From an optimization exercise on the open Yosys and OpenROAD flow, aimed at small area and a short achievable clock period; shortcuts taken in it are not production practice. At most, simulation tests tie the RTL to the original design; equivalence was not proved. No activity file was given, so power comes from the tool's default toggle rates.

==> module bayer_kernel, before the edit <==
module bayer_kernel
(
    input  logic       clk,
    input  demosaic_pkg::pixel_t     c,                
    input  demosaic_pkg::pixel_t     c_out,            
    input  demosaic_pkg::pair_t      h1,
    input  demosaic_pkg::pair_t      v1,
    input  demosaic_pkg::pair_t      h2,
    input  demosaic_pkg::pair_t      v2,
    input  demosaic_pkg::pair_t      da,
    input  demosaic_pkg::pair_t      db,
    input  demosaic_pkg::row_t       row_nxt,          
    input  demosaic_pkg::col_t       col_nxt,
    input  logic [1:0] mirror,
    output demosaic_pkg::pixel_t     red,
    output demosaic_pkg::pixel_t     green,
    output demosaic_pkg::pixel_t     blue
);
    typedef logic [13:0] acc_t;                        
    function automatic logic [27:0] csa(input acc_t a, input acc_t b, input acc_t c);
        acc_t s, k;
        s   = a ^ b ^ c;
        k   = (a & b) | (a & c) | (b & c);
        csa = {k[12:0], 1'b0, s};
    endfunction
    function automatic logic [41:0] reduce7(input acc_t x1, input acc_t x2, input acc_t x3,
                                            input acc_t x4, input acc_t x5, input acc_t x6,
                                            input acc_t x7);
        acc_t p1, p2, q1, q2, r1, r2, u1, u2;
        {p1, p2} = csa(x1, x2, x3);
        {q1, q2} = csa(x4, x5, x6);
        {r1, r2} = csa(p1, p2, q1);
        {u1, u2} = csa(r1, r2, q2);
        reduce7  = {u1, u2, x7};
    endfunction
    function automatic logic [41:0] reduce8(input acc_t x1, input acc_t x2, input acc_t x3,
                                            input acc_t x4, input acc_t x5, input acc_t x6,
                                            input acc_t x7, input acc_t x8);
        acc_t p1, p2, q1, q2, r1, r2, t1, t2, u1, u2;
        {p1, p2} = csa(x1, x2, x3);
        {q1, q2} = csa(x4, x5, x6);
        {r1, r2} = csa(p1, p2, q1);
        {t1, t2} = csa(q2, x7, x8);
        {u1, u2} = csa(r1, r2, t1);
        reduce8  = {u1, u2, t2};
    endfunction
    function automatic demosaic_pkg::pixel_t clamp8(input logic [9:0] v);
        if (v[9])
            clamp8 = 8'h00;
        else if (v[8])
            clamp8 = 8'hff;
        else
            clamp8 = v[7:0];
    endfunction
    logic [1:0] r_par;                                 
    logic [1:0] site;                                  
    logic       rb;                                    
    always_comb
    begin
        case (mirror)
            2'd3:    r_par = 2'b11;
            2'd2:    r_par = 2'b10;
            2'd0:    r_par = 2'b01;
            default: r_par = 2'b00;
        endcase
    end
    always_ff @(posedge clk)
    begin
        site <= {row_nxt[0], col_nxt[0]} ^ r_par;
        rb   <= (row_nxt[0] ^ col_nxt[0]) == (r_par[1] ^ r_par[0]);
    end
    acc_t a1, a2, a3, a4, a5, a6, a7;
    acc_t b1, b2, b3, b4, b5, b6, b7, b8;
    logic [41:0] ar, br;
    always_comb
    begin
        a1 = {2'b11, rb, c, 1'b1, !rb, 1'b0};
        a2 = rb ? acc_t'({h1, 2'b00})  : acc_t'({h1, 3'b000});
        a3 = rb ? acc_t'({v1, 2'b00})  : acc_t'({3'b000, 1'b1, 1'b0, c, 1'b0});
        a4 = acc_t'({~h2, 1'b0});
        a5 = rb ? acc_t'({~v2, 1'b0})  : acc_t'(v2);
        a6 = rb ? '0                   : acc_t'({~da, 1'b0});
        a7 = rb ? '0                   : acc_t'({~db, 1'b0});
        b1 = {3'b110, c, 2'b11, rb};
        b2 = rb ? acc_t'({4'b0001, c, 2'b00}) : acc_t'({4'b0001, 1'b0, c, 1'b0});
        b3 = rb ? acc_t'({da, 2'b00})  : acc_t'({~da, 1'b0});
        b4 = rb ? acc_t'({db, 2'b00})  : acc_t'({~db, 1'b0});
        b5 = acc_t'({~v2, 1'b0});
        b6 = rb ? acc_t'({~h2, 1'b0})  : acc_t'({v1, 3'b000});
        b7 = rb ? acc_t'({~h2})        : acc_t'(h2);
        b8 = rb ? acc_t'({~v2})        : '0;
        ar = reduce7(a1, a4, a2, a3, a5, a6, a7);
        br = reduce8(b1, b5, b2, b3, b4, b6, b7, b8);
    end
    logic [41:0] ar1, br1;
    logic [1:0] site1;
    always_ff @(posedge clk)
    begin
        ar1   <= ar;
        br1   <= br;
        site1 <= site;
    end
    acc_t as, ac, bs, bc, sa, sb;
    logic [9:0] ea2, eb2;
    logic [1:0] site2;
    always_comb
    begin
        {ac, as} = csa(ar1[41:28], ar1[27:14], ar1[13:0]);
        {bc, bs} = csa(br1[41:28], br1[27:14], br1[13:0]);
        sa = as + ac;
        sb = bs + bc;
    end
    always_ff @(posedge clk)
    begin
        ea2   <= sa[13:4];
        eb2   <= sb[13:4];
        site2 <= site1;
    end
    demosaic_pkg::pixel_t ea, eb;
    assign ea = clamp8(ea2);
    assign eb = clamp8(eb2);
    always_ff @(posedge clk)
    begin
        case (site2)
            2'b00:                                     
            begin
                red   <= c_out;
                green <= ea;
                blue  <= eb;
            end
            2'b11:                                     
            begin
                red   <= eb;
                green <= ea;
                blue  <= c_out;
            end
            2'b01:                                     
            begin
                red   <= ea;
                green <= c_out;
                blue  <= eb;
            end
            default:                                   
            begin
                red   <= eb;
                green <= c_out;
                blue  <= ea;
            end
        endcase
    end
endmodule
Settings: LEC_CHECK=0, CAP_MARGIN=20, CORE_MARGIN=2, CORE_UTILIZATION=65, CTS_CLUSTER_DIAMETER=60, CTS_CLUSTER_SIZE=24, PLACE_DENSITY=0.75, SETUP_SLACK_MARGIN=5.0, SLEW_MARGIN=20; clock period 7.5 ns.
run.sh (not shown) runs the stock make flow with config.mk's settings and CLKGATE_MAP_FILE= SYNTH_SCRIPT=/design/flow/synth_recipe.tcl, a recipe that flattens the netlist after the stock synthesis.
Edit:
--- a/flow/design.v
+++ b/flow/design.v
@@ -126,14 +126,4 @@
         csa = {k[12:0], 1'b0, s};
     endfunction
-    function automatic logic [41:0] reduce7(input acc_t x1, input acc_t x2, input acc_t x3,
-                                            input acc_t x4, input acc_t x5, input acc_t x6,
-                                            input acc_t x7);
-        acc_t p1, p2, q1, q2, r1, r2, u1, u2;
-        {p1, p2} = csa(x1, x2, x3);
-        {q1, q2} = csa(x4, x5, x6);
-        {r1, r2} = csa(p1, p2, q1);
-        {u1, u2} = csa(r1, r2, q2);
-        reduce7  = {u1, u2, x7};
-    endfunction
     function automatic logic [41:0] reduce8(input acc_t x1, input acc_t x2, input acc_t x3,
                                             input acc_t x4, input acc_t x5, input acc_t x6,
@@ -177,20 +167,20 @@
     always_comb
     begin
-        a1 = {2'b11, rb, c, 1'b1, !rb, 1'b0};
+        a1 = {3'b0, c, 3'b000} | (rb ? 14'd2 : 14'd3);
         a2 = rb ? acc_t'({h1, 2'b00})  : acc_t'({h1, 3'b000});
-        a3 = rb ? acc_t'({v1, 2'b00})  : acc_t'({3'b000, 1'b1, 1'b0, c, 1'b0});
-        a4 = acc_t'({~h2, 1'b0});
-        a5 = rb ? acc_t'({~v2, 1'b0})  : acc_t'(v2);
-        a6 = rb ? '0                   : acc_t'({~da, 1'b0});
-        a7 = rb ? '0                   : acc_t'({~db, 1'b0});
-        b1 = {3'b110, c, 2'b11, rb};
-        b2 = rb ? acc_t'({4'b0001, c, 2'b00}) : acc_t'({4'b0001, 1'b0, c, 1'b0});
-        b3 = rb ? acc_t'({da, 2'b00})  : acc_t'({~da, 1'b0});
-        b4 = rb ? acc_t'({db, 2'b00})  : acc_t'({~db, 1'b0});
-        b5 = acc_t'({~v2, 1'b0});
-        b6 = rb ? acc_t'({~h2, 1'b0})  : acc_t'({v1, 3'b000});
-        b7 = rb ? acc_t'({~h2})        : acc_t'(h2);
-        b8 = rb ? acc_t'({~v2})        : '0;
-        ar = reduce7(a1, a4, a2, a3, a5, a6, a7);
+        a3 = rb ? acc_t'({v1, 2'b00})  : acc_t'({c, 1'b0});
+        a4 = ~acc_t'({h2, 1'b0});
+        a5 = rb ? ~acc_t'({v2, 1'b0})  : acc_t'(v2);
+        a6 = rb ? '0                   : ~acc_t'({da, 1'b0});
+        a7 = rb ? '0                   : ~acc_t'({db, 1'b0});
+        b1 = {3'b0, c, 3'b000} | (rb ? 14'd5 : 14'd3);
+        b2 = rb ? acc_t'({c, 2'b00})   : acc_t'({c, 1'b0});
+        b3 = rb ? acc_t'({da, 2'b00})  : ~acc_t'({da, 1'b0});
+        b4 = rb ? acc_t'({db, 2'b00})  : ~acc_t'({db, 1'b0});
+        b5 = ~acc_t'({v2, 1'b0});
+        b6 = rb ? ~acc_t'({h2, 1'b0})  : acc_t'({v1, 3'b000});
+        b7 = rb ? ~acc_t'(h2)          : acc_t'(h2);
+        b8 = rb ? ~acc_t'(v2)          : '0;
+        ar = reduce8(a1, a4, a2, a3, a5, a6, a7, '0);
         br = reduce8(b1, b5, b2, b3, b4, b6, b7, b8);
     end
@@ -204,5 +194,5 @@
     end
     acc_t as, ac, bs, bc, sa, sb;
-    logic [9:0] ea2, eb2;
+    demosaic_pkg::pixel_t ea, eb;
     logic [1:0] site2;
     always_comb
@@ -215,11 +205,8 @@
     always_ff @(posedge clk)
     begin
-        ea2   <= sa[13:4];
-        eb2   <= sb[13:4];
+        ea    <= clamp8(sa[13:4]);
+        eb    <= clamp8(sb[13:4]);
         site2 <= site1;
     end
-    demosaic_pkg::pixel_t ea, eb;
-    assign ea = clamp8(ea2);
-    assign eb = clamp8(eb2);
     always_ff @(posedge clk)
     begin
Clock power went up by a little under a tenth.
Register-to-register slack got worse by 110 ps.
Non-clock buffer count went up by 37.
Worst setup slack got worse by 110 ps.
Sequential share of layout area went down by 2.0 points.
Maximum frequency went down by a few percent.
Worst hold slack improved by 13 ps.
Utilization went up by 0.95 points.
Function was not checked in any run of this note: the RTL went through the layout flow alone.

========
raw_to_rgb_top, a different RTL version from the one above (not shown whole).
Size: ~1200 flip-flops, about 42 I/O pins, about 0.043 sq mm of cells after synthesis.
==> module bayer_kernel, before the edit <==
module bayer_kernel
(
    input  logic       clk,
    input  demosaic_pkg::pixel_t     c,                
    input  demosaic_pkg::pixel_t     c_out,            
    input  demosaic_pkg::pair_t      h1,
    input  demosaic_pkg::pair_t      v1,
    input  demosaic_pkg::pair_t      h2,
    input  demosaic_pkg::pair_t      v2,
    input  demosaic_pkg::pair_t      da,
    input  demosaic_pkg::pair_t      db,
    input  demosaic_pkg::row_t       row_nxt,          
    input  demosaic_pkg::col_t       col_nxt,
    input  logic [1:0] mirror,
    output demosaic_pkg::pixel_t     red,
    output demosaic_pkg::pixel_t     green,
    output demosaic_pkg::pixel_t     blue
);
    typedef logic [13:0] acc_t;                        
    function automatic logic [27:0] csa(input acc_t a, input acc_t b, input acc_t c);
        acc_t s, k;
        s   = a ^ b ^ c;
        k   = (a & b) | (a & c) | (b & c);
        csa = {k[12:0], 1'b0, s};
    endfunction
    function automatic logic [41:0] reduce8(input acc_t x1, input acc_t x2, input acc_t x3,
                                            input acc_t x4, input acc_t x5, input acc_t x6,
                                            input acc_t x7, input acc_t x8);
        acc_t p1, p2, q1, q2, r1, r2, t1, t2, u1, u2;
        {p1, p2} = csa(x1, x2, x3);
        {q1, q2} = csa(x4, x5, x6);
        {r1, r2} = csa(p1, p2, q1);
        {t1, t2} = csa(q2, x7, x8);
        {u1, u2} = csa(r1, r2, t1);
        reduce8  = {u1, u2, t2};
    endfunction
    function automatic demosaic_pkg::pixel_t clamp8(input logic [9:0] v);
        if (v[9])
            clamp8 = 8'h00;
        else if (v[8])
            clamp8 = 8'hff;
        else
            clamp8 = v[7:0];
    endfunction
    logic [1:0] r_par;                                 
    logic [1:0] site;                                  
    logic       rb;                                    
    always_comb
    begin
        case (mirror)
            2'd3:    r_par = 2'b11;
            2'd2:    r_par = 2'b10;
            2'd0:    r_par = 2'b01;
            default: r_par = 2'b00;
        endcase
    end
    always_ff @(posedge clk)
    begin
        site <= {row_nxt[0], col_nxt[0]} ^ r_par;
        rb   <= (row_nxt[0] ^ col_nxt[0]) == (r_par[1] ^ r_par[0]);
    end
    acc_t a1, a2, a3, a4, a5, a6, a7;
    acc_t b1, b2, b3, b4, b5, b6, b7, b8;
    logic [41:0] ar, br;
    always_comb
    begin
        a1 = {2'b11, rb, c, 1'b1, !rb, 1'b0};
        a2 = rb ? acc_t'({h1, 2'b00})  : acc_t'({h1, 3'b000});
        a3 = rb ? acc_t'({v1, 2'b00})  : acc_t'({3'b000, 1'b1, 1'b0, c, 1'b0});
        a4 = acc_t'({~h2, 1'b0});
        a5 = rb ? acc_t'({~v2, 1'b0})  : acc_t'(v2);
        a6 = rb ? '0                   : acc_t'({~da, 1'b0});
        a7 = rb ? '0                   : acc_t'({~db, 1'b0});
        b1 = {3'b110, c, 2'b11, rb};
        b2 = rb ? acc_t'({4'b0001, c, 2'b00}) : acc_t'({4'b0001, 1'b0, c, 1'b0});
        b3 = rb ? acc_t'({da, 2'b00})  : acc_t'({~da, 1'b0});
        b4 = rb ? acc_t'({db, 2'b00})  : acc_t'({~db, 1'b0});
        b5 = acc_t'({~v2, 1'b0});
        b6 = rb ? acc_t'({~h2, 1'b0})  : acc_t'({v1, 3'b000});
        b7 = rb ? acc_t'({~h2})        : acc_t'(h2);
        b8 = rb ? acc_t'({~v2})        : '0;
        ar = reduce8(a1, a4, a2, a3, a5, a6, a7, '0);
        br = reduce8(b1, b5, b2, b3, b4, b6, b7, b8);
    end
    logic [41:0] ar1, br1;
    logic [1:0] site1;
    always_ff @(posedge clk)
    begin
        ar1   <= ar;
        br1   <= br;
        site1 <= site;
    end
    acc_t as, ac, bs, bc, sa, sb;
    logic [9:0] ea2, eb2;
    logic [1:0] site2;
    always_comb
    begin
        {ac, as} = csa(ar1[41:28], ar1[27:14], ar1[13:0]);
        {bc, bs} = csa(br1[41:28], br1[27:14], br1[13:0]);
        sa = as + ac;
        sb = bs + bc;
    end
    always_ff @(posedge clk)
    begin
        ea2   <= sa[13:4];
        eb2   <= sb[13:4];
        site2 <= site1;
    end
    demosaic_pkg::pixel_t ea, eb;
    assign ea = clamp8(ea2);
    assign eb = clamp8(eb2);
    always_ff @(posedge clk)
    begin
        case (site2)
            2'b00:                                     
            begin
                red   <= c_out;
                green <= ea;
                blue  <= eb;
            end
            2'b11:                                     
            begin
                red   <= eb;
                green <= ea;
                blue  <= c_out;
            end
            2'b01:                                     
            begin
                red   <= ea;
                green <= c_out;
                blue  <= eb;
            end
            default:                                   
            begin
                red   <= eb;
                green <= c_out;
                blue  <= ea;
            end
        endcase
    end
endmodule
make LEC_CHECK=0 CAP_MARGIN=20 CORE_MARGIN=2 CORE_UTILIZATION=65 CTS_CLUSTER_DIAMETER=60 CTS_CLUSTER_SIZE=24 PLACE_DENSITY=0.75 SETUP_SLACK_MARGIN=5.0 SLEW_MARGIN=20 TNS_END_PERCENT=0 finish   # period 7.5 ns
Then changed:
--- a/flow/design.v
+++ b/flow/design.v
@@ -124,8 +124,18 @@
         s   = a ^ b ^ c;
         k   = (a & b) | (a & c) | (b & c);
         csa = {k[12:0], 1'b0, s};
     endfunction
+    function automatic logic [41:0] reduce7(input acc_t x1, input acc_t x2, input acc_t x3,
+                                            input acc_t x4, input acc_t x5, input acc_t x6,
+                                            input acc_t x7);
+        acc_t p1, p2, q1, q2, r1, r2, u1, u2;
+        {p1, p2} = csa(x1, x2, x3);
+        {q1, q2} = csa(x4, x5, x6);
+        {r1, r2} = csa(p1, p2, q1);
+        {u1, u2} = csa(r1, r2, q2);
+        reduce7  = {u1, u2, x7};
+    endfunction
     function automatic logic [41:0] reduce8(input acc_t x1, input acc_t x2, input acc_t x3,
                                             input acc_t x4, input acc_t x5, input acc_t x6,
                                             input acc_t x7, input acc_t x8);
         acc_t p1, p2, q1, q2, r1, r2, t1, t2, u1, u2;
@@ -146,8 +156,9 @@
     endfunction
     logic [1:0] r_par;                                 
     logic [1:0] site;                                  
     logic       rb;                                    
+    logic       gs;                                    
     always_comb
     begin
         case (mirror)
             2'd3:    r_par = 2'b11;
@@ -159,8 +170,9 @@
     always_ff @(posedge clk)
     begin
         site <= {row_nxt[0], col_nxt[0]} ^ r_par;
         rb   <= (row_nxt[0] ^ col_nxt[0]) == (r_par[1] ^ r_par[0]);
+        gs   <= (row_nxt[0] ^ col_nxt[0]) != (r_par[1] ^ r_par[0]);
     end
     acc_t a1, a2, a3, a4, a5, a6, a7;
     acc_t b1, b2, b3, b4, b5, b6, b7, b8;
     logic [41:0] ar, br;
@@ -172,17 +184,17 @@
         a4 = acc_t'({~h2, 1'b0});
         a5 = rb ? acc_t'({~v2, 1'b0})  : acc_t'(v2);
         a6 = rb ? '0                   : acc_t'({~da, 1'b0});
         a7 = rb ? '0                   : acc_t'({~db, 1'b0});
-        b1 = {3'b110, c, 2'b11, rb};
-        b2 = rb ? acc_t'({4'b0001, c, 2'b00}) : acc_t'({4'b0001, 1'b0, c, 1'b0});
-        b3 = rb ? acc_t'({da, 2'b00})  : acc_t'({~da, 1'b0});
-        b4 = rb ? acc_t'({db, 2'b00})  : acc_t'({~db, 1'b0});
+        b1 = {3'b110, c, 2'b11, !gs};
+        b2 = gs ? acc_t'({4'b0001, 1'b0, c, 1'b0}) : acc_t'({4'b0001, c, 2'b00});
+        b3 = gs ? acc_t'({~da, 1'b0})  : acc_t'({da, 2'b00});
+        b4 = gs ? acc_t'({~db, 1'b0})  : acc_t'({db, 2'b00});
         b5 = acc_t'({~v2, 1'b0});
-        b6 = rb ? acc_t'({~h2, 1'b0})  : acc_t'({v1, 3'b000});
-        b7 = rb ? acc_t'({~h2})        : acc_t'(h2);
-        b8 = rb ? acc_t'({~v2})        : '0;
-        ar = reduce8(a1, a4, a2, a3, a5, a6, a7, '0);
+        b6 = gs ? acc_t'({v1, 3'b000}) : acc_t'({~h2, 1'b0});
+        b7 = gs ? acc_t'(h2)           : acc_t'({~h2});
+        b8 = gs ? '0                   : acc_t'({~v2});
+        ar = reduce7(a1, a4, a2, a3, a5, a6, a7);
         br = reduce8(b1, b5, b2, b3, b4, b6, b7, b8);
     end
     logic [41:0] ar1, br1;
     logic [1:0] site1;
Maximum frequency decreases by 1.0%.
Routed wire length barely changes.
Critical path depth climbs by 2.
Synthesized area is about the same.
Global-route usage stays flat.
Final area goes down by 0.36%.
Via count climbs by 0.43%.
Cell count goes up by 0.49%.
Die area is about the same.
Total power went down by 1.3%.
Register-to-register slack gets worse by 0.03 ns.
Non-clock buffer count drops by 10.
Sequential power stays flat.
Function not checked in the second run of this note: the RTL went through the layout flow alone.

==> what the ideal ports hide <==
How much do the figures lean on ideal ports? The routed layouts below were timed once more, with nothing changed but the port constraints.
Step 1 sets driving cells, clkbuf_16 on the clock port and buf_2 on the other inputs (assumed; they add their load-dependent delay and slew).
Step 2 moves the port delays by t, midway between the first and last clock arrival at a register: inputs arrive t later, outputs are due t later. That takes back most of the time a late clock gives input paths.
Three values: ideal, step 1, step 2; two values: the first two.
run | t (ns) | setup slack, ns | latest minus earliest clock arrival (ns) | worst slew at a driven data input, ns
the first run of note 1 | 0.696 | 4.804 / 4.800 / 4.503 | 0.039 / 0.040 | 0.04
the second run of note 1 | 0.698 | 4.692 / 4.692 / 4.389 | 0.032 / 0.032 | 0.05
the first run of note 2 | 0.682 | 4.843 / 4.816 / 4.234 | 0.026 / 0.026 | 0.05
the second run of note 2 | 0.692 | 4.815 / 4.797 / 4.185 | 0.043 / 0.042 | 0.04
After both steps setup and hold are still met in every run listed. For the second run of note 2, which loses most, drivers alone change the setup slack by -0.018 ns; drivers and shift together by -0.630 ns.
